This is an optimization exercise on Yosys and OpenROAD, whose aim is small area, not a production implementation.
RTL that was checked went through simulation tests only; none was proved equivalent to the original.
Power and IR drop assume default switching activity.

==> flow/design.v <==
package pifo_geom_pkg;
    localparam int NUM_RINGS = 28;
    localparam int RING_LEN  = 3;
    localparam int NUM_SLOTS = NUM_RINGS * RING_LEN;    
    localparam int CAPACITY  = 84;
    localparam int OCC_W     = 7;
endpackage
package pifo_node_pkg;
    localparam int PRIO_W  = 12;
    localparam int TAG_W   = 4;                  
    localparam int ENTRY_W = TAG_W + PRIO_W;     
    localparam int HALF_W  = 8;
    localparam int WIN_W   = 6;
    localparam logic [2*HALF_W-1:0] INV_MASK = 16'hFCFC;
    localparam logic [ENTRY_W-1:0] EMPTY_ENTRY = 16'h0FFF;
endpackage
`timescale 1ns/10ps
module pifo_min_select
(
    input  logic i_cand,
    input  logic i_b1_n,
    input  logic i_b0_n,
    input  logic i_z1_n,
    input  logic i_z0_n,
    output logic o_t0x_n,
    output logic o_t00_n,
    output logic o_tx0_n,
    output logic o_cand
);
    logic drop0_n;       
    logic drop1;         
    pifo_g_nand2 u_t0x (.a(i_cand), .b(i_b1_n), .y(o_t0x_n));
    pifo_g_nand3 u_t00 (.a(i_cand), .b(i_b1_n), .c(i_b0_n), .y(o_t00_n));
    pifo_g_nand2 u_tx0 (.a(i_cand), .b(i_b0_n), .y(o_tx0_n));
    pifo_g_o21ai u_k0 (.a1(i_b0_n), .a2(i_z0_n), .b1(i_cand), .y(drop0_n));
    pifo_g_nor2  u_d1 (.a(i_b1_n), .b(i_z1_n), .y(drop1));
    pifo_g_nor2  u_k1 (.a(drop0_n), .b(drop1), .y(o_cand));
endmodule
`timescale 1ns/10ps
module pifo_g_nand2 (input logic a, b, output logic y);
    assign y = ~(a & b);
endmodule
module pifo_g_nand3 (input logic a, b, c, output logic y);
    assign y = ~(a & b & c);
endmodule
module pifo_g_nor2 (input logic a, b, output logic y);
    assign y = ~(a | b);
endmodule
module pifo_g_o21ai (input logic a1, a2, b1, output logic y);
    assign y = ~((a1 | a2) & b1);
endmodule
`timescale 1ns/10ps
import pifo_geom_pkg::*;
import pifo_node_pkg::*;
module pifo_top
(
    input  logic               i_clk,
    input  logic               i_arst_n,
    input  logic               i_push,
    input  logic [ENTRY_W-1:0] i_push_data,
    input  logic               i_pop,
    output logic               o_pop_valid,
    output logic [ENTRY_W-1:0] o_pop_data
);
    localparam int NS = NUM_SLOTS;
    logic [2*HALF_W-1:0] slot_q [NS];    
    logic [NS-1:0]       valid_q;
    logic [NS-1:0]       cand_q;         
    logic [ENTRY_W-1:0]  pend_q;         
    logic                pend_v_q;
    logic                pend_c_q;       
    logic                pcmp_q;         
    logic [PRIO_W-1:0]   min_prio_q;
    logic [WIN_W-1:0]    z_hi_q;         
    logic [TAG_W-1:0]    pop_tag_q;
    logic [OCC_W-1:0]    occ_q;
    logic                phase_q;
    logic                pop_q;          
    logic                empty_q;        
    logic                wait_q;         
    logic                run2_q;         
    logic push_acc;
    logic pop_cmd;
    assign push_acc = i_push && !i_pop && (occ_q != OCC_W'(CAPACITY));
    assign pop_cmd  = i_pop && !i_push;
    always_ff @(posedge i_clk or negedge i_arst_n) begin
        if (!i_arst_n) begin
            occ_q       <= '0;
            pop_q       <= 1'b0;
            o_pop_valid <= 1'b0;
            pcmp_q      <= 1'b0;
            phase_q     <= 1'b0;
            wait_q      <= 1'b0;
            run2_q      <= 1'b0;
        end else begin
            if (push_acc) begin
                occ_q <= occ_q + 1'b1;
            end else if (pop_cmd && occ_q != '0) begin
                occ_q <= occ_q - 1'b1;
            end
            pop_q       <= pop_cmd;
            o_pop_valid <= pop_q;
            pcmp_q      <= push_acc;
            phase_q     <= !phase_q;
            wait_q      <= pop_q && phase_q && !multi;
            run2_q      <= search_start && !multi_pop;
        end
    end
    always_ff @(posedge i_clk) begin
        empty_q <= (occ_q == '0);
        if (push_acc) begin
            pend_q <= i_push_data;
        end
    end
    logic [NUM_RINGS-1:0] ring_ins;
    logic                 ins_any;
    logic                 new_min;
    logic [2*HALF_W-1:0]  pend_word;
    always_comb begin
        logic taken;
        taken = 1'b0;
        for (int r = 0; r < NUM_RINGS; r++) begin
            ring_ins[r] = pend_v_q && !valid_q[r*RING_LEN + RING_LEN-1] && !taken;
            taken       = taken || !valid_q[r*RING_LEN + RING_LEN-1];
        end
        ins_any = pend_v_q && taken;
    end
    assign new_min = pcmp_q && (pend_q[PRIO_W-1:0] < min_prio_q);
    assign pend_word = INV_MASK ^ (phase_q ?
        {pend_q[11:6], pend_q[15:14], pend_q[5:0], pend_q[13:12]} :
        {pend_q[5:0], pend_q[13:12], pend_q[11:6], pend_q[15:14]});
    always_ff @(posedge i_clk or negedge i_arst_n) begin
        if (!i_arst_n) begin
            pend_v_q <= 1'b0;
        end else begin
            pend_v_q <= push_acc || (pend_v_q && !ins_any);
        end
    end
    always_ff @(posedge i_clk) begin
        if (pcmp_q) begin
            pend_c_q <= new_min;
        end
    end
    logic              search_start;
    logic              searching;
    logic [WIN_W-1:0]  z;
    logic [NS-1:0]     s_res;
    assign search_start = !phase_q && (pop_q || wait_q);
    assign searching    = search_start || run2_q;
    logic [3:0][NS-1:0] c_step;
    logic [NS-1:0] t0x [3];
    logic [NS-1:0] t00 [3];
    logic [NS-1:0] tx0 [3];
    assign c_step[3] = search_start ? (valid_q & ~cand_q) : cand_q;
    always_ff @(posedge i_clk) begin
        z_hi_q <= z;
    end
    for (genvar p = 0; p < 3; p++) begin : g_step
        logic z1, z0;
        assign z1 = searching && !(&t0x[p]);
        assign z0 = searching && (z1 ? !(&t00[p]) : !(&tx0[p]));
        for (genvar s = 0; s < NS; s++) begin : g_slot
            pifo_min_select u_bits (
                .i_cand  (c_step[p+1][s]),
                .i_b1_n  (slot_q[s][2*HALF_W-WIN_W+2*p+1]),
                .i_b0_n  (slot_q[s][2*HALF_W-WIN_W+2*p]),
                .i_z1_n  (!z1),
                .i_z0_n  (!z0),
                .o_t0x_n (t0x[p][s]),
                .o_t00_n (t00[p][s]),
                .o_tx0_n (tx0[p][s]),
                .o_cand  (c_step[p][s])
            );
        end
        assign z[2*p+1] = z1;
        assign z[2*p]   = z0;
    end
    assign s_res = c_step[0];
    localparam int GRP = 12;
    localparam int NG  = NS / GRP;
    logic [NS-1:0] seen_before;
    logic [NS-1:0] first;
    logic          multi;
    logic          multi_pop;
    always_comb begin
        logic seen;
        seen = 1'b0;
        for (int g = 0; g < NG; g++) begin
            logic in_seen;
            in_seen = seen;
            for (int i = 0; i < GRP; i++) begin
                seen_before[g*GRP+i] = in_seen;
                in_seen              = in_seen || cand_q[g*GRP+i];
            end
            seen = seen || (|cand_q[g*GRP +: GRP]);
        end
        first = cand_q & ~seen_before;
        multi = |(cand_q & seen_before);
    end
    assign multi_pop = pop_q && multi && !empty_q;     
    always_ff @(posedge i_clk or negedge i_arst_n) begin
        if (!i_arst_n) begin
            min_prio_q <= '1;
        end else begin
            if (run2_q) begin
                min_prio_q <= {~z_hi_q, ~z};
            end else if (new_min) begin
                min_prio_q <= pend_q[PRIO_W-1:0];
            end
        end
    end
    always_ff @(posedge i_clk or negedge i_arst_n) begin
        if (!i_arst_n) begin
            valid_q <= '0;
        end else begin
            for (int r = 0; r < NUM_RINGS; r++) begin
                for (int k = 0; k < RING_LEN; k++) begin
                    int s, src;
                    s   = r*RING_LEN + k;
                    src = (k == 0) ? r*RING_LEN + RING_LEN-1 : s - 1;
                    if (k == 0 && ring_ins[r]) begin
                        valid_q[s] <= 1'b1;
                    end else begin
                        valid_q[s] <= valid_q[src] && !(pop_q && first[src]);
                    end
                end
            end
        end
    end
    always_ff @(posedge i_clk) begin
        for (int r = 0; r < NUM_RINGS; r++) begin
            for (int k = 0; k < RING_LEN; k++) begin
                int s, src;
                s   = r*RING_LEN + k;
                src = (k == 0) ? r*RING_LEN + RING_LEN-1 : s - 1;
                if (k == 0 && ring_ins[r]) begin
                    slot_q[s] <= pend_word;
                    cand_q[s] <= pcmp_q ? new_min : pend_c_q;
                end else begin
                    slot_q[s] <= {slot_q[src][HALF_W-1:0], slot_q[src][2*HALF_W-1:HALF_W]};
                    cand_q[s] <= multi_pop ? (cand_q[src] && seen_before[src]) : (s_res[src] && !new_min);
                end
            end
        end
    end
    localparam int TB = 4;                   
    localparam logic [4*TB-1:0] TAG_POS = {4'd9, 4'd8, 4'd1, 4'd0};
    logic [TB-1:0] tag_rd;
    for (genvar b = 0; b < TB; b++) begin : g_tag
        logic [NS-1:0]        sel_n;
        logic [NUM_RINGS-1:0] ring_hit;
        for (genvar s = 0; s < NS; s++) begin : g_s
            pifo_g_nand2 u_sel (.a(first[s]), .b(slot_q[s][TAG_POS[4*b +: 4]]), .y(sel_n[s]));
        end
        for (genvar r = 0; r < NUM_RINGS; r++) begin : g_r
            pifo_g_nand3 u_ring (.a(sel_n[3*r]), .b(sel_n[3*r+1]), .c(sel_n[3*r+2]), .y(ring_hit[r]));
        end
        assign tag_rd[b] = |ring_hit;
    end
    logic [1:0] tag_up;
    logic [1:0] tag_lo;
    assign tag_up = tag_rd[3:2];
    assign tag_lo = tag_rd[1:0];
    always_ff @(posedge i_clk) begin
        if (pop_q) begin
            pop_tag_q <= empty_q ? EMPTY_ENTRY[ENTRY_W-1:PRIO_W] :
                         (phase_q ? {tag_lo, tag_up} : {tag_up, tag_lo});
        end
    end
    assign o_pop_data = {pop_tag_q, min_prio_q};
endmodule
==> flow/config.mk <==
export PLATFORM = sky130hd
export DESIGN_NAME = pifo_top
export DESIGN_NICKNAME = pifo_top
export VERILOG_FILES = /design/flow/design.v
export SDC_FILE = /design/flow/constraint.sdc
export NUM_CORES = 4
export LEC_CHECK = 0
export ABC_AREA = 1
export CAP_MARGIN = 20
export CORE_MARGIN = 2
export CORE_UTILIZATION = 40
export CTS_CLUSTER_DIAMETER = 100
export CTS_CLUSTER_SIZE = 24
export SLEW_MARGIN = 20
export SYNTH_HIERARCHICAL = 1
export SYNTH_MINIMUM_KEEP_SIZE = 0
==> flow/constraint.sdc <==
create_clock -name core_clock -period 12.0 [get_ports {i_clk}]
set_input_delay 2.4000 -clock core_clock [delete_from_list [all_inputs] [get_ports {i_clk}]]
set_output_delay 2.4000 -clock core_clock [all_outputs]
set_load 0.01 [all_outputs]
run.sh (not shown) runs the stock make flow with config.mk's settings and CLKGATE_MAP_FILE= SYNTH_SCRIPT=/design/flow/synth_recipe.tcl, a recipe that flattens the netlist after the stock synthesis.
Change:
--- a/flow/design.v
+++ b/flow/design.v
@@ -240,30 +240,22 @@
                     slot_q[s] <= {slot_q[src][HALF_W-1:0], slot_q[src][2*HALF_W-1:HALF_W]};
                     cand_q[s] <= multi_pop ? (cand_q[src] && seen_before[src]) : (s_res[src] && !new_min);
                 end
             end
         end
     end
-    localparam int TB = 4;                   
-    localparam logic [4*TB-1:0] TAG_POS = {4'd9, 4'd8, 4'd1, 4'd0};
-    logic [TB-1:0] tag_rd;
-    for (genvar b = 0; b < TB; b++) begin : g_tag
-        logic [NS-1:0]        sel_n;
-        logic [NUM_RINGS-1:0] ring_hit;
-        for (genvar s = 0; s < NS; s++) begin : g_s
-            pifo_g_nand2 u_sel (.a(first[s]), .b(slot_q[s][TAG_POS[4*b +: 4]]), .y(sel_n[s]));
-        end
-        for (genvar r = 0; r < NUM_RINGS; r++) begin : g_r
-            pifo_g_nand3 u_ring (.a(sel_n[3*r]), .b(sel_n[3*r+1]), .c(sel_n[3*r+2]), .y(ring_hit[r]));
-        end
-        assign tag_rd[b] = |ring_hit;
-    end
     logic [1:0] tag_up;
     logic [1:0] tag_lo;
-    assign tag_up = tag_rd[3:2];
-    assign tag_lo = tag_rd[1:0];
+    always_comb begin
+        tag_up = '0;
+        tag_lo = '0;
+        for (int s = 0; s < NS; s++) begin
+            tag_up = tag_up | ({2{first[s]}} & slot_q[s][HALF_W+1:HALF_W]);
+            tag_lo = tag_lo | ({2{first[s]}} & slot_q[s][1:0]);
+        end
+    end
     always_ff @(posedge i_clk) begin
         if (pop_q) begin
             pop_tag_q <= empty_q ? EMPTY_ENTRY[ENTRY_W-1:PRIO_W] :
                          (phase_q ? {tag_lo, tag_up} : {tag_up, tag_lo});
         end
     end
Result: The new run passed the timing, DRC and antenna checks; setup slack is better by 0.12 ns; register-to-register slack improved by 0.12 ns; total power goes up by about 1.2%; final cell count hardly moves; non-clock buffer count went up by 5; core utilization came out higher by 0.14 points; design area increases by about 0.7%; first-iteration DRC count fell by 8.5%.
Function not checked in the second run of this note: the RTL went through the layout flow alone.

static timing again, ports no longer ideal:
Ports are ideal in the flow. The routed layouts listed here were re-timed in OpenROAD.
Step 1 assumes that a clkbuf_16 drives the clock port and a buf_2 every other input.
Step 2, shift: input delay + t, output delay - t, t = (earliest + latest rising clock arrival at the registers) / 2. This alone moves slack from input paths to output paths.
Three values: ideal, step 1, step 2; two values: the first two.
| run | t (ns) | setup slack, ns | clock arrival spread, ns | slew at the worst register clock pin (ns) | pins driven straight from the clock port |
|---|---|---|---|---|---|
| the first run | 0.786 | 0.425 / 0.425 / 0.425 | 0.045 / 0.045 | 0.11 / 0.11 | 1 |
| the second run | 0.766 | 0.544 / 0.544 / 0.544 | 0.045 / 0.045 | 0.11 / 0.11 | 1 |
After both steps every run listed still meets setup and hold.
